This design comes from an exercise in tuning for small area, a short achievable clock period and few clock cycles per item on the open sky130 flow, not from production work.
At most, simulation tests tie the RTL to the original design; equivalence was not proved.
No functional check of the RTL was part of runs 2 to 4.
No activity file was given, so power comes from the tool's default toggle rates.

<file path="flow/design.v">
module fft_pingpong_mem
(
  input  logic        clk,
  input  logic        we,
  input  logic        wr_bank,
  input  logic [5:0]  wr_addr,
  input  logic [19:0] wr_data,
  input  logic        rd_bank,
  input  logic [5:0]  rd_addr,
  output logic [19:0] rd_data
);
  localparam int FFT_DATA_WD  = 10;
  localparam int FFT_PTS_LOG2 = 6;
  localparam int FFT_PTS      = 1 << FFT_PTS_LOG2;
  typedef logic [FFT_PTS_LOG2-1:0] idx_t;
  typedef logic [FFT_DATA_WD-1:0]  smp_t;
  typedef struct packed {
    smp_t re;
    smp_t im;
  } cplx_t;
  localparam idx_t IDX_LAST = idx_t'(FFT_PTS - 1);
  function automatic idx_t bitrev(input idx_t v);
    idx_t r;
    r = '0;
    for (int i = 0; i < FFT_PTS_LOG2; i++)
      r[i] = v[FFT_PTS_LOG2-1-i];
    bitrev = r;
  endfunction
  logic [2*FFT_DATA_WD-1:0] mem [2*FFT_PTS];
  always_ff @(posedge clk) begin
    if (we)
      mem[{wr_bank, wr_addr}] <= wr_data;
  end
  assign rd_data = mem[{rd_bank, rd_addr}];
endmodule
module fft_bitrev_buf
(
  input  logic clk,
  input  logic rst,
  input  logic din_vld,
  input  logic din_last,
  input  logic [9:0] din_re,
  input  logic [9:0] din_im,
  input  logic dout_rdy,
  output logic din_rdy,
  output logic dout_vld,
  output logic dout_last,
  output logic [5:0] dout_idx,
  output logic [9:0] dout_re,
  output logic [9:0] dout_im,
  output logic err_frame
);
  localparam int FFT_DATA_WD  = 10;
  localparam int FFT_PTS_LOG2 = 6;
  localparam int FFT_PTS      = 1 << FFT_PTS_LOG2;
  typedef logic [FFT_PTS_LOG2-1:0] idx_t;
  typedef logic [FFT_DATA_WD-1:0]  smp_t;
  typedef struct packed {
    smp_t re;
    smp_t im;
  } cplx_t;
  localparam idx_t IDX_LAST = idx_t'(FFT_PTS - 1);
  function automatic idx_t bitrev(input idx_t v);
    idx_t r;
    r = '0;
    for (int i = 0; i < FFT_PTS_LOG2; i++)
      r[i] = v[FFT_PTS_LOG2-1-i];
    bitrev = r;
  endfunction
  idx_t       wr_cnt;
  idx_t       rd_cnt;
  idx_t       rd_addr;
  logic       wr_bank;
  logic       rd_bank;
  logic [1:0] full;
  logic [1:0] full_nxt;
  logic       wr_fire;
  logic       rd_fire;
  logic       wr_wrap;
  logic       rd_wrap;
  cplx_t      wr_data;
  cplx_t      rd_data;
  assign din_rdy  = !full[wr_bank];
  assign dout_vld = full[rd_bank];
  assign wr_fire = din_vld & din_rdy;
  assign rd_fire = dout_vld & dout_rdy;
  assign wr_wrap = (wr_cnt == IDX_LAST);
  assign rd_wrap = (rd_cnt == IDX_LAST);
  assign wr_data = {din_re, din_im};
  assign rd_addr = bitrev(rd_cnt);
  fft_pingpong_mem u_mem (
    .clk     (clk),
    .we      (wr_fire),
    .wr_bank (wr_bank),
    .wr_addr (wr_cnt),
    .wr_data (wr_data),
    .rd_bank (rd_bank),
    .rd_addr (rd_addr),
    .rd_data (rd_data)
  );
  always_comb begin
    full_nxt = full;
    if (wr_fire && wr_wrap)
      full_nxt[wr_bank] = 1'b1;
    if (rd_fire && rd_wrap)
      full_nxt[rd_bank] = 1'b0;
  end
  always_ff @(posedge clk) begin
    if (rst) begin
      wr_cnt    <= '0;
      rd_cnt    <= '0;
      wr_bank   <= 1'b0;
      rd_bank   <= 1'b0;
      full      <= '0;
      err_frame <= 1'b0;
    end else begin
      full <= full_nxt;
      if (wr_fire) begin
        wr_cnt <= wr_cnt + 1'b1;
        if (wr_wrap)
          wr_bank <= ~wr_bank;
        if (din_last != wr_wrap)
          err_frame <= 1'b1;
      end
      if (rd_fire) begin
        rd_cnt <= rd_cnt + 1'b1;
        if (rd_wrap)
          rd_bank <= ~rd_bank;
      end
    end
  end
  assign dout_re   = dout_vld ? rd_data.re : '0;
  assign dout_im   = dout_vld ? rd_data.im : '0;
  assign dout_idx  = dout_vld ? rd_addr : '0;
  assign dout_last = dout_vld & rd_wrap;
endmodule
</file>
<file path="flow/run.sh">
#!/bin/bash
# synth_recipe.tcl (not shown) runs the flow's synth.tcl, then flattens the netlist and writes it again
# the make line also repeats each setting of config.mk as NAME=value (left out here)
make -C /OpenROAD-flow-scripts/flow DESIGN_CONFIG=/design/flow/config.mk WORK_HOME=/design/flow/orfs CLKGATE_MAP_FILE= SYNTH_SCRIPT=/design/flow/synth_recipe.tcl finish
</file>
<file path="flow/config.mk">
export PLATFORM = sky130hd
export DESIGN_NAME = fft_bitrev_buf
export DESIGN_NICKNAME = fft_bitrev_buf
export VERILOG_FILES = /design/flow/design.v
export SDC_FILE = /design/flow/constraint.sdc
export NUM_CORES = 4
export LEC_CHECK = 0
export CAP_MARGIN = 20
export CORE_MARGIN = 2
export CORE_UTILIZATION = 40
export SETUP_SLACK_MARGIN = 0.3
export SLEW_MARGIN = 20
</file>
<file path="flow/constraint.sdc">
create_clock -name core_clock -period 6.5 [get_ports {clk}]
set_input_delay 1.3000 -clock core_clock [delete_from_list [all_inputs] [get_ports {clk}]]
set_output_delay 1.3000 -clock core_clock [all_outputs]
set_load 0.01 [all_outputs]
</file>
==> results of run 1 <==
worst register-to-register path: cells and delay by family (launching register included):
kind | cells | cell delay (ns)
and+or+nand+nor | 4 | 1.98
DFF | 1 | 0.65
muxes | 1 | 0.73
buffers and inverters | 1 | 0.48
registers in the layout (all words and copies together), names as in the netlist:
name       count
full           2
wr_cnt         6
rd_bank        1
wr_bank        1
err_frame      1
rd_cnt         6
u_mem.mem   2560
what timing repair did:
item / in CTS / in global routing
gates cloned: 1 / 0
setup buffers: 11 / 0
hold endpoints to repair: 0 / 0
endpoints found under the setup margin: 20 / 2
resized for setup: 10 / 2
Yosys cell counts (7+ instances only):
| master | number | area share |
|---|---|---|
| sky130_fd_sc_hd__edfxtp_1 | 2560 | 0.78 |
| sky130_fd_sc_hd__mux4_2 | 527 | 0.12 |
| sky130_fd_sc_hd__mux2i_1 | 256 | 0.026 |
| sky130_fd_sc_hd__nor2_1 | 193 | 0.0073 |
| sky130_fd_sc_hd__a22oi_1 | 171 | 0.013 |
| sky130_fd_sc_hd__a21oi_1 | 90 | 0.0045 |
| sky130_fd_sc_hd__nand2_1 | 86 | 0.0033 |
| sky130_fd_sc_hd__buf_2 | 78 | 0.0039 |
| sky130_fd_sc_hd__a211oi_1 | 76 | 0.0058 |
| sky130_fd_sc_hd__clkbuf_1 | 76 | 0.0029 |
| sky130_fd_sc_hd__buf_4 | 57 | 0.0043 |
| sky130_fd_sc_hd__o21ai_0 | 55 | 0.0028 |
| sky130_fd_sc_hd__buf_6 | 38 | 0.0043 |
| sky130_fd_sc_hd__o22ai_1 | 34 | 0.0021 |
| sky130_fd_sc_hd__nand3_1 | 30 | 0.0015 |
| sky130_fd_sc_hd__nor3_1 | 25 | 0.0013 |
| sky130_fd_sc_hd__o211ai_1 | 21 | 0.0016 |
| sky130_fd_sc_hd__a221oi_1 | 17 | 0.0015 |
| sky130_fd_sc_hd__dfxtp_1 | 17 | 0.0034 |
| sky130_fd_sc_hd__a31oi_1 | 15 | 0.00095 |
| sky130_fd_sc_hd__nor2b_1 | 15 | 0.00095 |
| sky130_fd_sc_hd__buf_1 | 13 | 0.00049 |
| sky130_fd_sc_hd__mux2_2 | 12 | 0.0014 |
| sky130_fd_sc_hd__nand2b_1 | 11 | 0.00069 |
| sky130_fd_sc_hd__a22o_1 | 10 | 0.00088 |
| sky130_fd_sc_hd__o221ai_1 | 10 | 0.00088 |
| sky130_fd_sc_hd__and2_1 | 9 | 0.00057 |
| sky130_fd_sc_hd__mux4_1 | 8 | 0.0021 |
| sky130_fd_sc_hd__xor2_1 | 7 | 0.00062 |
kinds of logic (layout without fill, tap and decap cells):
| group | count (synthesis) | count (layout) | synth area share |
|---|---|---|---|
| DFF | 2577 | 2577 | 0.779 |
| adders and majority gates | 2 | 2 | 0.000253 |
| buffers and inverters | 268 | 816 | 0.0167 |
| AOI/OAI and AO/OA | 521 | 521 | 0.0362 |
| other | 0 | 3 | 0 |
| and+or+nand+nor | 392 | 392 | 0.0173 |
| muxes | 803 | 803 | 0.149 |
| xor gates and xnor gates | 12 | 12 | 0.00106 |
power groups by stage:
stage	sequential (mW)	clock [mW]	combinational [mW]
6_report	18.3	14.8	0.444
5_1_grt	18.3	15.7	0.470
4_1_cts	18.3	15.0	0.447
3_5_place_dp	18.6	0	0.445
3_3_place_gp	18.6	0	0.427
2_1_floorplan	18.7	0	0.0507
routing by layer:
metal | GRT usage | up-vias
met3 | 0.0366 | 387
met2 | 0.342 | 2367
met4 | 0.0644 | 6
met1 | 0.302 | 26700
li1 | - | 20000
met5 | 0 | -
cell type report:
type,instances,share of cell area
sequential,2577,0.679
multi-input combinational,1730,0.183
clock buffer,361,0.0651
tap,3312,0.0365
timing repair buffer,350,0.0278
clock inverter,103,0.00816
inverter,2,0.0000770
antenna,3,0.0000660
worst max-delay path by stage:
stage	start	endpoint	slack, ns
6_report	rd_cnt[2]	dout_im[9]	0.27
4_1_cts	rd_cnt[3]	dout_im[9]	0.21
3_3_place_gp	rd_cnt[5]	dout_re[3]	0.38
5_1_grt	rd_cnt[3]	dout_re[3]	0.30
3_5_place_dp	rd_cnt[5]	dout_im[9]	0.43
2_1_floorplan	din_vld	u_mem.mem[127][0]	3.08
metrics by stage:
stage                     utilization  hold WS (ns)  worst slack [ns]
after CTS                       0.462         0.486             0.213
after floorplan                     -         0.474              3.08
after global routing            0.462         0.507             0.304
after global placement          0.427         0.467             0.379
final                           0.462         0.484             0.274
after detailed placement        0.427         0.468             0.427
==> metrics.cfg, run 1 <==
[status]
run_status = finished clean

[routing]
first_pass_iters = 7
maxUsedRoutingLayer = met5
antenna_violation_net_count_after_detailed_routing = 0
num_vias = 49500
initialDrtViolationCount = 6719
routed_wl_um = 271000
met2_wirelength_um = 130000
avgRoutedWirePerCell_um = 32.1
route.met3.wl_um = 21600
detail_route.vias_per_cell = 5.86
wl_met1_um = 111000
route.detailed.drc = 0

[finish]
drive_above_1_share = 0.268
final_nets = 4965
most_common_library_cell_in_the_layout_ignoring_fill_and_taps = sky130_fd_sc_hd__edfxtp_1
reg_area_mm2 = 0.0772
layout-area-overhead-vs-synth_pct = 14.8
final_cell_area_mm2 = 0.114
layout.cells.non_filler = 8438
fillers = 20200
mostFrequentLayoutCells = sky130_fd_sc_hd__edfxtp_1 (2560), sky130_fd_sc_hd__mux4_2 (527), sky130_fd_sc_hd__clkbuf_16 (284)
area_taken_by_multi_input_logic_gates_mm2 = 0.0208

[cts]
numCtsBuffers = 277
tritoncts = done
post_cts_hold_buffer_count = 0
cts_num_sinks = 2577
worst_case_clock_buffer_depth = 4
clock_tree.root_cell = sky130_fd_sc_hd__clkbuf_16
worstSkewPairLatency_ns = 0.92
clkTransAtPathRegs_ns = 0.06
htree_num_levels = 5

[yosys]
synth_edf_count = 2560
yosys_warnings = 2
synth-seq-area-share = 0.779
ys.flop_type = sky130_fd_sc_hd__edfxtp_1
fraction_of_registers_with_async_set_reset = 0
cell_variety_after_synth = 59
mean_post_synth_cell_area_um2 = 21.7
total_standard_cell_area_after_synthesis_mm2 = 0.0991
synth.ff_latch_count = 2577
netlist_instances = 4575
syn_nets = 4602

[worst_setup_path]
worstPathMaxFanout = 27
critical_path_required_ns = 5.20
data_arrival_at_the_endpoint_of_the_critical_path_ns = 4.93
regToRegEndpoint = u_mem.mem[43][11]
reg2reg_slack_ns = 2.21
reg2regPathDepth = 6
setup.worst_path.start_class = flip-flop
crit_path_cell_trace = and2_4, buf_12, a22oi_1, a21oi_1, a211oi_1, buf_4, a211oi_2, buf_4, clkdlybuf4s50_1
worst-setup-path-type = flip-flop to output pin
critical-path-max-stage-delay_ns = 0.73
critical_path.slowest_cell = sky130_fd_sc_hd__and2_4
regToRegStartpoint = wr_bank
cp_common_cell = sky130_fd_sc_hd__buf_4
critical_path_cell_count = 9
worstSetupEndpointType = output pin
path_buf_inv = 4
critical_path.top_delay_family = compound AO/OA/AOI/OAI gates

[power]
clock_power_share = 0.442
power.share.sequential = 0.545
vdd_ir_drop_max_mv = 0.282
switching_share_of_power = 0.196
p_sw_mw = 6.57
power_density_mw_per_mm2 = 295
post-layout-total-power_mw = 33.6
cellLeakagePower_nw = 33.9
p_comb_frac = 0.013
internal-power_mw = 27.0

[hold_path]
min_to = err_frame
timing.hold.worst.class = flip-flop to flip-flop
whs_path_cells = 2
worst_min_path_start = err_frame

[run]
max_cap_viol_count = 0

[placement]
placement.cell_area_mm2 = 0.105
total_placed_cells_including_tap_cells = 7958
place_hpwl_um = 160000
port_buffers = 54
gp_congestion = 0.846

[timing]
post-route-min-period_ns = 6.23
timing_max_transition_violations_final = 0
fraction_of_the_cycle_the_final_worst_path_needs = 0.958
setup-violations-final = 0
relSlewSlack = 0.192
fin_setup_tns_ns = 0
finalHoldViolations = 0
rsz_0062_raised_after_global_routing = no
finClkSkew_ns = 0.0745
max_clock_freq_mhz = 161
tightestPinTransition_ns = 1.21

[grt]
first_pass_grt_wire_length_um = 380000
grt_start_max_net_pins = 82
groute.usage.overall = 0.214
grt-ovfl-total = 0
grt_pass1_vias = 48700
antenna_found_initial = 14

[floorplanning]
die-height_um = 502
die_w_um = 502
boundaryPins = 55
core-area_mm2 = 0.246
rows = 182
design.die.area_mm2 = 0.252
floorplan.initialDensity = 0.402

Testbench counts, summed over its fixed seeds: cycles 19,769, samples 16,384.
==> run 2, diff against run 1 <==
==> flow/design.v (replaced) <==
module fft_pingpong_mem
(
  input  logic        clk,
  input  logic        we,
  input  logic [5:0]  wr_addr,
  input  logic [19:0] wr_data,
  input  logic [5:0]  rd_addr,
  output logic [19:0] rd_data
);
  logic [19:0] mem [64];
  always_ff @(posedge clk) begin
    if (we)
      mem[wr_addr] <= wr_data;
  end
  assign rd_data = mem[rd_addr];
endmodule
module fft_bitrev_buf
(
  input  logic clk,
  input  logic rst,
  input  logic din_vld,
  input  logic din_last,
  input  logic [9:0] din_re,
  input  logic [9:0] din_im,
  input  logic dout_rdy,
  output logic din_rdy,
  output logic dout_vld,
  output logic dout_last,
  output logic [5:0] dout_idx,
  output logic [9:0] dout_re,
  output logic [9:0] dout_im,
  output logic err_frame
);
  function automatic logic [5:0] bitrev(input logic [5:0] v);
    logic [5:0] r;
    for (int i = 0; i < 6; i++)
      r[i] = v[5-i];
    bitrev = r;
  endfunction
  logic [5:0]  wr_cnt;      
  logic        wr_mode;     
  logic [5:0]  rd_cnt;      
  logic        rd_mode;     
  logic [5:0]  rd_addr;     
  logic        avail;       
  logic        rdy_q;
  logic        vld_q;
  logic [19:0] out_data;
  logic [5:0]  out_idx;
  logic        out_last;
  logic        wr_fire;
  logic        wr_wrap;
  logic        ld;
  logic        ld_wrap;
  logic        rd_fire;
  logic [19:0] rd_data;
  logic [5:0]  wr_addr;
  logic [5:0]  wr_cnt_n;
  logic [5:0]  rd_cnt_n;
  logic        avail_n;
  logic        rd_mode_n;
  assign din_rdy  = rdy_q;
  assign dout_vld = vld_q;
  assign wr_fire = din_vld & rdy_q;
  assign wr_wrap = (wr_cnt == 6'd63);
  assign rd_fire = vld_q & dout_rdy;
  assign ld      = (!vld_q | dout_rdy) & (avail | (wr_fire & wr_wrap));
  assign ld_wrap = (rd_cnt == 6'd63);
  assign wr_addr = wr_mode ? bitrev(wr_cnt) : wr_cnt;
  fft_pingpong_mem u_mem (
    .clk     (clk),
    .we      (wr_fire),
    .wr_addr (wr_addr),
    .wr_data ({din_re, din_im}),
    .rd_addr (rd_addr),
    .rd_data (rd_data)
  );
  always_comb begin
    wr_cnt_n  = wr_fire ? wr_cnt + 6'd1 : wr_cnt;
    rd_cnt_n  = ld ? rd_cnt + 6'd1 : rd_cnt;
    rd_mode_n = (ld & ld_wrap) ? ~rd_mode : rd_mode;
    avail_n   = avail;
    if (wr_fire & wr_wrap)
      avail_n = 1'b1;
    else if (ld & ld_wrap)
      avail_n = 1'b0;
  end
  always_ff @(posedge clk) begin
    if (rst) begin
      wr_cnt    <= '0;
      wr_mode   <= 1'b0;
      rd_cnt    <= '0;
      rd_mode   <= 1'b0;
      rd_addr   <= '0;
      avail     <= 1'b0;
      rdy_q     <= 1'b1;
      vld_q     <= 1'b0;
      err_frame <= 1'b0;
    end else begin
      wr_cnt  <= wr_cnt_n;
      rd_cnt  <= rd_cnt_n;
      rd_mode <= rd_mode_n;
      rd_addr <= rd_mode_n ? rd_cnt_n : bitrev(rd_cnt_n);
      avail   <= avail_n;
      rdy_q   <= !avail_n || (wr_cnt_n < rd_cnt_n);
      if (wr_fire) begin
        if (wr_wrap)
          wr_mode <= ~wr_mode;
        if (din_last != wr_wrap)
          err_frame <= 1'b1;
      end
      if (ld)
        vld_q <= 1'b1;
      else if (dout_rdy)
        vld_q <= 1'b0;
    end
  end
  always_ff @(posedge clk) begin
    if (rst) begin
      out_data <= '0;
      out_idx  <= '0;
      out_last <= 1'b0;
    end else if (ld) begin
      out_data <= rd_data;
      out_idx  <= bitrev(rd_cnt);
      out_last <= ld_wrap;
    end else if (dout_rdy) begin
      out_data <= '0;
      out_idx  <= '0;
      out_last <= 1'b0;
    end
  end
  assign dout_re   = out_data[19:10];
  assign dout_im   = out_data[9:0];
  assign dout_idx  = out_idx;
  assign dout_last = out_last;
endmodule
==> metrics.cfg, run 2 <==
[floorplanning]
design.die.area_mm2 = 0.132
floorplan.initialDensity = 0.404
boundaryPins = 55
die-height_um = 363
core-area_mm2 = 0.128
die_w_um = 363
rows = 131

[routing]
routed_wl_um = 127000
antenna_violation_net_count_after_detailed_routing = 0
avgRoutedWirePerCell_um = 29.7
route.detailed.drc = 0
detail_route.vias_per_cell = 5.74
first_pass_iters = 5
num_vias = 24600
initialDrtViolationCount = 3019

[timing]
fin_setup_tns_ns = 0
max_clock_freq_mhz = 259
relSlewSlack = 0.231
fraction_of_the_cycle_the_final_worst_path_needs = 0.593
setup-violations-final = 0
post-route-min-period_ns = 3.86
rsz_0062_raised_after_global_routing = no
finalHoldViolations = 0
timing_max_transition_violations_final = 0
tightestPinTransition_ns = 1.15
finClkSkew_ns = 0.0261

[yosys]
synthDominantCellAreaShare = 0.746
netlist_instances = 2386
fraction_of_registers_with_async_set_reset = 0
synth-seq-area-share = 0.765
synth_top_cells_by_area = sky130_fd_sc_hd__edfxtp_1 (75%), sky130_fd_sc_hd__mux4_2 (14%), sky130_fd_sc_hd__mux2i_1 (3.0%)
yosys_warnings = 2
syn_nets = 2419
synth.ff_latch_count = 1331
cell_variety_after_synth = 51
mean_post_synth_cell_area_um2 = 21.6
synth_top_area_cell = sky130_fd_sc_hd__edfxtp_1
ys.flop_type = sky130_fd_sc_hd__edfxtp_1
leading_cell_types_by_count_after_synthesis = sky130_fd_sc_hd__edfxtp_1 (1280), sky130_fd_sc_hd__mux4_2 (311), sky130_fd_sc_hd__mux2i_1 (152), sky130_fd_sc_hd__nand2_1 (100), sky130_fd_sc_hd__nor2_1 (90)
total_standard_cell_area_after_synthesis_mm2 = 0.0515
yosys.cell_count.top_type = sky130_fd_sc_hd__edfxtp_1
synth_edf_count = 1280

[placement]
port_buffers = 54
place_hpwl_um = 75800
gp_congestion = 0.905
total_placed_cells_including_tap_cells = 4024

[grt]
groute.layer.met3.usage = 0.0346
groute.usage.overall = 0.193
groute.layer.met2.usage = 0.306
grt-ovfl-total = 0
grt_start_max_net_pins = 80
grt.busiest_layer = met2
grt_pass1_vias = 24600
first_pass_grt_wire_length_um = 181000
routing_usage_on_met1 = 0.276
antenna_found_initial = 2

[cts]
worstSkewPairLatency_ns = 0.74
cts_num_sinks = 1331
worst_case_clock_buffer_depth = 3
cts_post_setup_buffers_inserted = 0
numCtsBuffers = 139
cts_repair_resize_count = 0
clock_tree.root_cell = sky130_fd_sc_hd__clkbuf_16
post_cts_hold_buffer_count = 0
htree_num_levels = 4
clkTransAtPathRegs_ns = 0.06
tritoncts = done

[worst_setup_path]
worstPathMaxFanout = 20
regToRegStartpoint = wr_mode
regToRegEndpoint = u_mem.mem[59][3]
critical_path.slowest_cell = sky130_fd_sc_hd__nor2_2
reg2reg_slack_ns = 2.99
cp_common_cell = sky130_fd_sc_hd__and2_1
data_arrival_at_the_endpoint_of_the_critical_path_ns = 4.20
worst-setup-path-type = input port to flip-flop
crit_path_cell_trace = clkdlybuf4s50_1, and2_1, and2_1, nand2_1, nor2_2
worstSetupEndpointType = flip-flop
critical_path_required_ns = 6.84
reg2regPathDepth = 4
critical-path-max-stage-delay_ns = 1.07
setup.worst_path.start_class = input port

[power]
power_density_mw_per_mm2 = 297
vdd_ir_drop_max_mv = 0.234
cellLeakagePower_nw = 17.1

[finish]
most_common_library_cell_in_the_layout_ignoring_fill_and_taps = sky130_fd_sc_hd__edfxtp_1
drive_above_1_share = 0.267
layout-area-overhead-vs-synth_pct = 13.9
final_nets = 2536
largest_register_ff_count = 1280
postLayoutCoreUtil = 0.460
registers.top_by_ff_count = u_mem.mem
mostFrequentLayoutCells = sky130_fd_sc_hd__edfxtp_1 (1280), sky130_fd_sc_hd__mux4_2 (311), sky130_fd_sc_hd__mux2i_1 (152)
layout.cells.non_filler = 4278
biggest_regs = u_mem.mem x1280, out_data x20

[hold_path]
worst_min_path_start = out_idx[3]
timing.hold.worst.class = flip-flop to flip-flop
min_to = out_idx[3]
whs_path_cells = 2

[run]
max_cap_viol_count = 0

[status]
run_status = finished clean

run 2: cell count changes in the layout (fill, tap and decap cells not counted), sizes merged, moves of 73 or more:
cell,delta
edfxtp,-1280
buf,-248
mux4,-224
clkbuf,-193
a22oi,-151
mux2i,-104
nor2,-104
a211oi,-73
a21oi,-73
run 2: worst max-delay path by stage:
stage / startpoint / to / cells after the start
CTS: din_vld / u_mem.mem[48][17] / 5
global placement: din_vld / u_mem.mem[50][18] / 5
detailed placement: din_vld / u_mem.mem[48][18] / 5
global route: din_vld / u_mem.mem[12][3] / 5
floorplan: din_vld / u_mem.mem[14][0] / 5
finish: din_vld / u_mem.mem[12][1] / 5
run 2: power breakdown:
part	leakage (nW)	total, mW	switching [mW]	internal (mW)
clock network	2.15	7.73	3.28	4.44
logic	3.06	0.261	0.224	0.0378
registers	11.9	9.42	0.00752	9.42
run 2: layout make-up:
type | instances | area (um^2)
Clock inverter | 85 | 781
Timing Repair Buffer | 101 | 897
Tap cell | 1662 | 2080
Clock buffer | 168 | 3660
Multi-Input combinational cell | 927 | 11800
Inverter | 3 | 11.3
Sequential cell | 1331 | 39500
Antenna cell | 1 | 2.50
Fill cell | 10400 | 69000
run 2: cell families after synthesis:
group,share of synthesized area
simple gates,0.0248
mux,0.174
compound gates,0.0185
flops,0.765
xor+xnor,0.00136
buf+inv,0.0136
fa+ha+maj,0.00194
run 2: critical path: cells and delay by family:
family / cells / cell delay (ns)
AND/OR/NAND/NOR: 4 / 2.33
buffers and inverters: 1 / 0.54
run 2: layer usage:
layer | vias up | part of all wire
met4 | 0 | 0.021
met1 | 13200 | 0.42
li1 | 10200 | -
met5 | - | 0
met2 | 1004 | 0.48
met3 | 158 | 0.075
run 2: metrics by stage:
step	hold WS, ns	worst slack [ns]	area, um^2	power, mW
6_report	0.473	2.64	58700	17.4
5_1_grt	0.497	2.53	58700	17.9
3_5_place_dp	0.467	1.87	54000	9.87
3_3_place_gp	0.456	1.95	54000	9.86
2_1_floorplan	0.453	3.28	51500	9.65
4_1_cts	0.477	2.66	58500	17.5
==> run 3, diff against run 2 <==
==> flow/design.v (replaced) <==
module fft_pingpong_mem
(
  input  logic        clk,
  input  logic        we,
  input  logic [5:0]  wr_addr,
  input  logic [19:0] wr_data,
  input  logic [5:0]  rd_addr,
  output logic [19:0] rd_data
);
  logic [19:0] mem [64];
  always_ff @(posedge clk) begin
    if (we)
      mem[wr_addr] <= wr_data;
  end
  always_comb begin
    rd_data = '0;
    for (int k = 0; k < 64; k++)
      rd_data = rd_data | (mem[k] & {20{rd_addr == 6'(k)}});
  end
endmodule
module fft_bitrev_buf
(
  input  logic clk,
  input  logic rst,
  input  logic din_vld,
  input  logic din_last,
  input  logic [9:0] din_re,
  input  logic [9:0] din_im,
  input  logic dout_rdy,
  output logic din_rdy,
  output logic dout_vld,
  output logic dout_last,
  output logic [5:0] dout_idx,
  output logic [9:0] dout_re,
  output logic [9:0] dout_im,
  output logic err_frame
);
  function automatic logic [5:0] bitrev(input logic [5:0] v);
    logic [5:0] r;
    for (int i = 0; i < 6; i++)
      r[i] = v[5-i];
    bitrev = r;
  endfunction
  logic [19:0] in_data;     
  logic        in_vld;
  logic [5:0]  acc_cnt;     
  logic [5:0]  wr_cnt;      
  logic        wr_par;      
  logic        free_q;      
  logic [5:0]  rd_cnt;      
  logic        rd_par;      
  logic [5:0]  rd_addr;     
  logic [1:0]  n_full;      
  logic        vld_q;
  logic [19:0] out_data;
  logic [5:0]  out_idx;
  logic        out_last;
  logic        acc;
  logic        acc_wrap;
  logic        we;
  logic        wr_wrap;
  logic        ld;
  logic        ld_wrap;
  logic [19:0] rd_data;
  logic [5:0]  wr_addr;
  logic [5:0]  wr_cnt_n;
  logic        wr_par_n;
  logic [5:0]  rd_cnt_n;
  logic        rd_par_n;
  logic        in_vld_n;
  assign din_rdy  = !in_vld | free_q;
  assign dout_vld = vld_q;
  assign acc      = din_vld & din_rdy;
  assign acc_wrap = (acc_cnt == 6'd63);
  assign we       = in_vld & free_q;
  assign wr_wrap  = (wr_cnt == 6'd63);
  assign ld       = (!vld_q | dout_rdy) & ((n_full != 2'd0) | (acc & acc_wrap));
  assign ld_wrap  = (rd_cnt == 6'd63);
  assign wr_addr  = wr_par ? bitrev(wr_cnt) : wr_cnt;
  fft_pingpong_mem u_mem (
    .clk     (clk),
    .we      (we),
    .wr_addr (wr_addr),
    .wr_data (in_data),
    .rd_addr (rd_addr),
    .rd_data (rd_data)
  );
  always_comb begin
    wr_cnt_n = we ? wr_cnt + 6'd1 : wr_cnt;
    wr_par_n = (we & wr_wrap) ? ~wr_par : wr_par;
    rd_cnt_n = ld ? rd_cnt + 6'd1 : rd_cnt;
    rd_par_n = (ld & ld_wrap) ? ~rd_par : rd_par;
    in_vld_n = din_rdy ? din_vld : in_vld;
  end
  always_ff @(posedge clk) begin
    if (rst) begin
      in_vld    <= 1'b0;
      acc_cnt   <= '0;
      wr_cnt    <= '0;
      wr_par    <= 1'b0;
      free_q    <= 1'b1;
      rd_cnt    <= '0;
      rd_par    <= 1'b0;
      rd_addr   <= '0;
      n_full    <= '0;
      vld_q     <= 1'b0;
      err_frame <= 1'b0;
    end else begin
      in_vld  <= in_vld_n;
      wr_cnt  <= wr_cnt_n;
      wr_par  <= wr_par_n;
      rd_cnt  <= rd_cnt_n;
      rd_par  <= rd_par_n;
      rd_addr <= rd_par_n ? rd_cnt_n : bitrev(rd_cnt_n);
      free_q  <= (wr_par_n == rd_par_n) || (wr_cnt_n < rd_cnt_n);
      n_full  <= n_full + 2'((acc & acc_wrap)) - 2'((ld & ld_wrap));
      if (acc) begin
        acc_cnt <= acc_cnt + 6'd1;
        if (din_last != acc_wrap)
          err_frame <= 1'b1;
      end
      if (ld)
        vld_q <= 1'b1;
      else if (dout_rdy)
        vld_q <= 1'b0;
    end
  end
  always_ff @(posedge clk) begin
    if (din_rdy)
      in_data <= {din_re, din_im};
  end
  always_ff @(posedge clk) begin
    if (rst) begin
      out_data <= '0;
      out_idx  <= '0;
      out_last <= 1'b0;
    end else if (ld) begin
      out_data <= rd_data;
      out_idx  <= bitrev(rd_cnt);
      out_last <= ld_wrap;
    end else if (dout_rdy) begin
      out_data <= '0;
      out_idx  <= '0;
      out_last <= 1'b0;
    end
  end
  assign dout_re   = out_data[19:10];
  assign dout_im   = out_data[9:0];
  assign dout_idx  = out_idx;
  assign dout_last = out_last;
endmodule
--- a/flow/config.mk
+++ b/flow/config.mk
@@ -8,5 +8,5 @@
 export CAP_MARGIN = 20
 export CORE_MARGIN = 2
 export CORE_UTILIZATION = 40
-export SETUP_SLACK_MARGIN = 0.3
+export SETUP_SLACK_MARGIN = 3.8
 export SLEW_MARGIN = 20
==> metrics.cfg, run 3 <==
[finish]
largest_register_ff_count = 1280
biggest_regs = u_mem.mem x1280, in_data x20, out_data x20
registers.top_by_ff_count = u_mem.mem
fillers = 10200
postLayoutCoreUtil = 0.495
mostFrequentLayoutCells = sky130_fd_sc_hd__edfxtp_1 (1300), sky130_fd_sc_hd__a22oi_1 (452), sky130_fd_sc_hd__buf_4 (246)
final_nets = 3365
layout-area-overhead-vs-synth_pct = 23.1
reg_area_mm2 = 0.0403
most_common_library_cell_in_the_layout_ignoring_fill_and_taps = sky130_fd_sc_hd__edfxtp_1
area_taken_by_multi_input_logic_gates_mm2 = 0.0113
drive_above_1_share = 0.254

[routing]
route.detailed.drc = 0
num_vias = 35800
routed_wl_um = 224000
initialDrtViolationCount = 8060
antenna_violation_net_count_after_detailed_routing = 0
detail_route.vias_per_cell = 7.02
first_pass_iters = 8
avgRoutedWirePerCell_um = 43.9

[yosys]
synth_top_area_cell = sky130_fd_sc_hd__edfxtp_1
yosys_warnings = 2
muxShareOfSynthArea = 0.00253
post_synth_and_or_nand_nor_area_fraction = 0.0805
cell_variety_after_synth = 68
mean_post_synth_cell_area_um2 = 17.2
synth_top_cells_by_area = sky130_fd_sc_hd__edfxtp_1 (78%), sky130_fd_sc_hd__a22oi_1 (6.8%), sky130_fd_sc_hd__and3_1 (2.6%)
synthDominantCellAreaShare = 0.775
leading_cell_types_by_count_after_synthesis = sky130_fd_sc_hd__edfxtp_1 (1300), sky130_fd_sc_hd__a22oi_1 (459), sky130_fd_sc_hd__and3_1 (209), sky130_fd_sc_hd__nor2_1 (147), sky130_fd_sc_hd__nand2_1 (89)
synth_compound_gate_area_share = 0.0983
synth-seq-area-share = 0.798
largest_family_of_logic_cells_by_synthesized_area = compound AO/OA/AOI/OAI gates
synth_fa_ha_area_frac = 0.00273
synth_edf_count = 1300
syn_nets = 2965
total_standard_cell_area_after_synthesis_mm2 = 0.0504
ys.flop_type = sky130_fd_sc_hd__edfxtp_1
yosys.cell_count.top_type = sky130_fd_sc_hd__edfxtp_1
netlist_instances = 2929
fraction_of_registers_with_async_set_reset = 0
synth.ff_latch_count = 1359
xor_xnor_share_of_the_synthesized_area = 0.00330

[hold_path]
timing.hold.worst.class = flip-flop to flip-flop

[worst_setup_path]
critical_path.top_delay_family = simple AND/OR/NAND/NOR gates
setup.worst_path.start_class = flip-flop
timing.critical_path.from = rd_addr[2]
data_arrival_at_the_endpoint_of_the_critical_path_ns = 3.58
cp_common_cell = sky130_fd_sc_hd__buf_4
worstSetupEndpointType = flip-flop
endpoint = out_data[10]
reg2reg_slack_ns = 3.59
reg2regPathDepth = 9
critical-path-max-stage-delay_ns = 0.57
critical_path.slowest_cell = sky130_fd_sc_hd__or4_4
worst-setup-path-type = flip-flop to flip-flop
critical_path_required_ns = 7.17
regToRegStartpoint = rd_addr[2]
crit_path_cell_trace = buf_12, buf_4, nand4bb_4, nor2_4, buf_4, a2111oi_4, nand3_1, or4_4, o31a_1
critical_path_cell_count = 9
worstPathMaxFanout = 16
regToRegEndpoint = out_data[10]
path_buf_inv = 3

[timing]
post-route-min-period_ns = 2.91
fraction_of_the_cycle_the_final_worst_path_needs = 0.447
max_clock_freq_mhz = 344
finalHoldViolations = 0
relSlewSlack = 0.282
tightestPinTransition_ns = 1.07
timing_max_transition_violations_final = 0
finClkSkew_ns = 0.0346
rsz_0062_raised_after_global_routing = yes
setup-violations-final = 0
fin_setup_tns_ns = 0

[placement]
place_hpwl_um = 122000
gp_congestion = 0.937
port_buffers = 54

[power]
cellLeakagePower_nw = 20.5
vdd_ir_drop_max_mv = 0.257
power_density_mw_per_mm2 = 284
switching_share_of_power = 0.209
p_comb_frac = 0.014
clock_power_share = 0.441
power.share.sequential = 0.545
internal-power_mw = 14.0
post-layout-total-power_mw = 17.6
p_sw_mw = 3.68

[cts]
htree_num_levels = 4
post_cts_hold_buffer_count = 0
tritoncts = done
clock_tree.root_cell = sky130_fd_sc_hd__clkbuf_16
numCtsBuffers = 134
worstSkewPairLatency_ns = 0.80
clkTransAtPathRegs_ns = 0.06
cts_num_sinks = 1359
worst_case_clock_buffer_depth = 3

[floorplanning]
rows = 130
core-area_mm2 = 0.125
die-height_um = 359
floorplan.initialDensity = 0.402
die_w_um = 359
boundaryPins = 55
design.die.area_mm2 = 0.129

[grt]
antenna_found_initial = 22
grt_start_max_net_pins = 65
grt-ovfl-total = 0
first_pass_grt_wire_length_um = 288000
groute.usage.overall = 0.335
grt_pass1_vias = 32000

[status]
run_status = finished clean

[run]
max_cap_viol_count = 0

==> run 3: worst register-to-register path: cells and delay by family, from the launching register on <==
| family | cells | cell delay (ns) |
|---|---|---|
| AO/OA/AOI/OAI | 2 | 0.73 |
| buffers and inverters | 3 | 0.57 |
| flip-flops | 1 | 0.39 |
| AND/OR/NAND/NOR | 4 | 1.11 |
==> run 3: through the flow <==
step	hold slack [ns]	cell area [um^2]	worst slack, ns	instances
floorplan	0.454	50400	3.66	2929
global placement	0.441	54500	2.21	4664
detailed placement	0.456	54500	2.27	4667
CTS	0.464	60800	3.67	5024
global route	0.493	62000	3.59	5088
finish	0.457	62000	3.59	5102
==> run 3: power groups by stage <==
| stage | logic [mW] | registers [mW] | clock network, mW |
|---|---|---|---|
| 6_report | 0.242 | 9.60 | 7.78 |
| 3_3_place_gp | 0.214 | 9.80 | 0 |
| 2_1_floorplan | 0.0382 | 9.86 | 0 |
| 3_5_place_dp | 0.219 | 9.80 | 0 |
| 4_1_cts | 0.228 | 9.60 | 7.75 |
| 5_1_grt | 0.246 | 9.60 | 8.09 |
==> run 3: what timing repair did <==
action / in CTS / in global routing
pin swaps: 52 / 38
gates resized for setup: 353 / 135
endpoints found under the setup margin: 1328 / 1000
endpoints found under the hold margin: 0 / 0
buffers inserted: 107 / 62
cloned: 5 / 2
==> run 3: final cells by class <==
type | instances | area share
Clock inverter | 75 | 0.0118
Clock buffer | 170 | 0.0579
Multi-Input combinational cell | 1415 | 0.183
Sequential cell | 1359 | 0.650
Inverter | 7 | 0.000605
Tap cell | 1650 | 0.0333
Timing Repair inverter | 2 | 0.000182
Timing Repair Buffer | 410 | 0.0630
Antenna cell | 14 | 0.000565
==> run 3: worst min-delay path by stage <==
| stage | to | start | slack, ns | cells past startpoint |
|---|---|---|---|---|
| after global routing | out_idx[5] | out_idx[5] | 0.49 | 2 |
| after global placement | out_idx[5] | out_idx[5] | 0.44 | 2 |
| after CTS | out_idx[5] | out_idx[5] | 0.46 | 2 |
| final | out_idx[5] | out_idx[5] | 0.46 | 2 |
| after floorplan | acc_cnt[5] | acc_cnt[5] | 0.45 | 2 |
| after detailed placement | out_idx[5] | out_idx[5] | 0.46 | 2 |
==> run 3: kinds of logic after synthesis <==
| family | count (synthesis) |
|---|---|
| flip-flops | 1359 |
| adder cells (fa/ha/maj) | 11 |
| AND/OR/NAND/NOR | 726 |
| XOR/XNOR | 19 |
| buffers and inverters | 157 |
| multiplexers | 12 |
| AO/OA/AOI/OAI | 645 |
==> run 3: per-layer routing <==
| layer | part of all wire | global-route usage | vias to the layer above |
|---|---|---|---|
| met5 | 0.00034 | 0 | - |
| met4 | 0.080 | 0.216 | 12 |
| met3 | 0.18 | 0.136 | 995 |
| met2 | 0.41 | 0.470 | 4150 |
| met1 | 0.33 | 0.429 | 17700 |
| li1 | - | - | 12900 |
==> run 4, diff against run 3 <==
--- a/flow/config.mk
+++ b/flow/config.mk
@@ -8,5 +8,8 @@
 export CAP_MARGIN = 20
 export CORE_MARGIN = 2
 export CORE_UTILIZATION = 40
+export CTS_BUF_LIST = sky130_fd_sc_hd__clkbuf_16
+export CTS_CLUSTER_DIAMETER = 80
+export CTS_CLUSTER_SIZE = 25
 export SETUP_SLACK_MARGIN = 3.8
 export SLEW_MARGIN = 20
==> metrics.cfg, run 4 <==
[power]
internal-power_mw = 11.4
power_density_mw_per_mm2 = 241
clock_power_share = 0.315
p_comb_frac = 0.017
switching_share_of_power = 0.207
p_sw_mw = 2.97
cellLeakagePower_nw = 19.5
power.share.sequential = 0.668
vdd_ir_drop_max_mv = 0.236

[finish]
largest_register_ff_count = 1280
drive_above_1_share = 0.223
layout.cells.non_filler = 4976
fillers = 10500
biggest_regs = u_mem.mem x1280, in_data x20, out_data x20
mostFrequentLayoutCells = sky130_fd_sc_hd__edfxtp_1 (1300), sky130_fd_sc_hd__a22oi_1 (455), sky130_fd_sc_hd__buf_4 (267)
registers.top_by_ff_count = u_mem.mem
reg_area_mm2 = 0.0403
most_common_library_cell_in_the_layout_ignoring_fill_and_taps = sky130_fd_sc_hd__edfxtp_1
area_taken_by_multi_input_logic_gates_mm2 = 0.0113
final_nets = 3296
layout-area-overhead-vs-synth_pct = 18.2

[cts]
worstSkewPairLatency_ns = 0.75
tritoncts = done
numCtsBuffers = 61
htree_num_levels = 2
post_cts_hold_buffer_count = 0
clock_tree.root_cell = sky130_fd_sc_hd__clkbuf_16
clkTransAtPathRegs_ns = 0.11
worst_case_clock_buffer_depth = 3
cts_num_sinks = 1359

[floorplanning]
die-height_um = 359
core-area_mm2 = 0.125
rows = 130
floorplan.initialDensity = 0.402
die_w_um = 359
boundaryPins = 55
design.die.area_mm2 = 0.129

[yosys]
synth_edf_count = 1300
mean_post_synth_cell_area_um2 = 17.2
synth_top_cells_by_area = sky130_fd_sc_hd__edfxtp_1 (78%), sky130_fd_sc_hd__a22oi_1 (6.8%), sky130_fd_sc_hd__and3_1 (2.6%)
synth-seq-area-share = 0.798
syn_nets = 2965
leading_cell_types_by_count_after_synthesis = sky130_fd_sc_hd__edfxtp_1 (1300), sky130_fd_sc_hd__a22oi_1 (459), sky130_fd_sc_hd__and3_1 (209), sky130_fd_sc_hd__nor2_1 (147), sky130_fd_sc_hd__nand2_1 (89)
fraction_of_registers_with_async_set_reset = 0
synth_top_area_cell = sky130_fd_sc_hd__edfxtp_1
netlist_instances = 2929
total_standard_cell_area_after_synthesis_mm2 = 0.0504
yosys.cell_count.top_type = sky130_fd_sc_hd__edfxtp_1
synth.ff_latch_count = 1359
cell_variety_after_synth = 68
ys.flop_type = sky130_fd_sc_hd__edfxtp_1
yosys_warnings = 2
synthDominantCellAreaShare = 0.775

[placement]
port_buffers = 54
total_placed_cells_including_tap_cells = 4667
gp_congestion = 0.937
place_hpwl_um = 122000

[grt]
antenna_found_initial = 21
first_pass_grt_wire_length_um = 283000
grt_start_max_net_pins = 65
grt-ovfl-total = 0
grt_pass1_vias = 31200
groute.usage.overall = 0.328

[worst_setup_path]
critical_path_required_ns = 7.08
worst-setup-path-type = flip-flop to flip-flop
critical_path.slowest_cell = sky130_fd_sc_hd__a2111oi_1
regToRegStartpoint = rd_addr[5]
setup.worst_path.start_class = flip-flop
worstPathMaxFanout = 15
regToRegEndpoint = out_data[11]
critical-path-max-stage-delay_ns = 0.56
data_arrival_at_the_endpoint_of_the_critical_path_ns = 3.44
reg2regPathDepth = 9
path_buf_inv = 3
crit_path_cell_trace = buf_6, or2_4, buf_4, nor2_2, buf_4, a2111oi_1, nand3_1, nor4_4, a311oi_1
worstSetupEndpointType = flip-flop
reg2reg_slack_ns = 3.64
critical_path.top_delay_family = simple AND/OR/NAND/NOR gates
cp_common_cell = sky130_fd_sc_hd__buf_4

[timing]
fin_setup_tns_ns = 0
relSlewSlack = 0.268
timing_max_transition_violations_final = 0
finClkSkew_ns = 0.0374
fraction_of_the_cycle_the_final_worst_path_needs = 0.440
tightestPinTransition_ns = 1.09
finalHoldViolations = 0
rsz_0062_raised_after_global_routing = yes
setup-violations-final = 0
post-route-min-period_ns = 2.86
max_clock_freq_mhz = 350

[hold_path]
min_to = out_idx[5]
timing.hold.worst.class = flip-flop to flip-flop
worst_min_path_start = out_idx[5]
whs_path_cells = 2

[routing]
detail_route.vias_per_cell = 7.09
antenna_violation_net_count_after_detailed_routing = 0
first_pass_iters = 6
initialDrtViolationCount = 8226
num_vias = 35300
routed_wl_um = 222000
route.detailed.drc = 0
avgRoutedWirePerCell_um = 44.6

[status]
run_status = finished clean

[run]
max_cap_viol_count = 0

## run 4: changes by cell type in the layout (fill, tap and decap cells not counted), sizes merged, moves of 2 or more
cell           change
inv               +39
bufinv             -9
dlygate4sd2       +13
clkinvlp           -4
clkdlybuf4s15      +2
buf               -18
clkinv            -49
clkbuf           -101
## run 4: cells by family after synthesis
logic type / synth area share
buf+inv: 0.0141
mux: 0.00253
flops: 0.798
xor+xnor: 0.00330
simple gates: 0.0805
fa+ha+maj: 0.00273
compound gates: 0.0983
## run 4: power groups by stage
stage,clock (mW),sequential [mW],combinational [mW]
6_report,4.53,9.59,0.240
5_1_grt,4.76,9.60,0.245
4_1_cts,4.49,9.59,0.227
3_5_place_dp,0,9.80,0.219
3_3_place_gp,0,9.80,0.214
2_1_floorplan,0,9.86,0.0382
## run 4: area by class of cell
class / instances / area share
Timing Repair inverter: 2 / 0.000189
Clock inverter: 52 / 0.00425
Multi-Input combinational cell: 1416 / 0.190
Sequential cell: 1359 / 0.677
Antenna cell: 15 / 0.000631
Clock buffer: 62 / 0.0261
Inverter: 7 / 0.000631
Tap cell: 1650 / 0.0347
Timing Repair Buffer: 413 / 0.0666
## run 4: how the worst max path moves through the flow
| stage | depth (start not counted) | startpoint | slack (ns) | endpoint |
|---|---|---|---|---|
| global route | 8 | rd_addr[2] | 3.70 | out_data[13] |
| global placement | 8 | din_vld | 2.21 | rd_addr[0] |
| finish | 9 | rd_addr[5] | 3.64 | out_data[11] |
| floorplan | 10 | din_vld | 3.66 | free_q |
| detailed placement | 10 | din_vld | 2.27 | free_q |
| CTS | 7 | rd_addr[3] | 3.57 | out_data[13] |
## run 4: what timing repair did
item	CTS	global route
setup buffers	105	62
gates cloned	5	8
gates resized for setup	308	98
hold endpoints to repair	0	0
pin swaps	60	28
endpoints found under the setup margin	1331	963
## run 4: tightest hold or removal path, stage by stage (launching register included)
cell,delay [ns]
sky130_fd_sc_hd__dfxtp_1,0.32
sky130_fd_sc_hd__nand2_1,0.05
sky130_fd_sc_hd__a21oi_1,0.05
## run 4: routing by layer
layer / global-route usage / routed length, um
met1: 0.431 / 74300
met2: 0.465 / 91500
met3: 0.118 / 39000
met4: 0.201 / 17200
met5: 0 / 43
## run 4: metrics by stage
stage                     worst slack, ns  hold slack, ns  area [um^2]  power [mW]  utilization
after detailed placement             2.27           0.456        54500        10.0        0.436
after global routing                 3.70           0.496        59500        14.6        0.475
after floorplan                      3.66           0.454        50400        9.90            -
final                                3.64           0.461        59500        14.4        0.475
after CTS                            3.57           0.467        58400        14.3        0.466
after global placement               2.21           0.441        54500        10.0        0.435

-- separate check: timing with driven ports --
No port has a modelled driver above. Below, the same layouts with a new extraction and two added sets of constraints. Step 1, drivers: a clkbuf_16 drives clk and a buf_2 each remaining input, both assumed. Step 2 times the ports against the registers' clock, not the clock port: input delays grow and output delays shrink by t, the midpoint of the rising clock arrivals with the driver on. Three values: ideal ports, drivers, drivers and shift; two values: the first two.
| run | t (ns) | slack for setup (ns) | hold slack, ns | worst setup path after step 2 | slew at the worst register clock pin (ns) |
|---|---|---|---|---|---|
| run 1 | 0.992 | 0.274 / 0.175 / 1.167 | 0.484 / 0.484 / 0.484 | register to output | 0.07 / 0.07 |
| run 2 | 0.801 | 2.643 / 2.679 / 1.878 | 0.473 / 0.473 / 0.473 | input to register | 0.07 / 0.07 |
| run 3 | 0.860 | 3.591 / 3.591 / 3.095 | 0.457 / 0.457 / 0.457 | input to register | 0.07 / 0.07 |
| run 4 | 0.806 | 3.640 / 3.640 / 3.147 | 0.461 / 0.461 / 0.461 | input to register | 0.11 / 0.11 |
After both steps setup and hold are still met in every run listed. The setup slack of run 2, which loses most, moves by +0.036 ns with the drivers and by -0.765 ns with both steps.
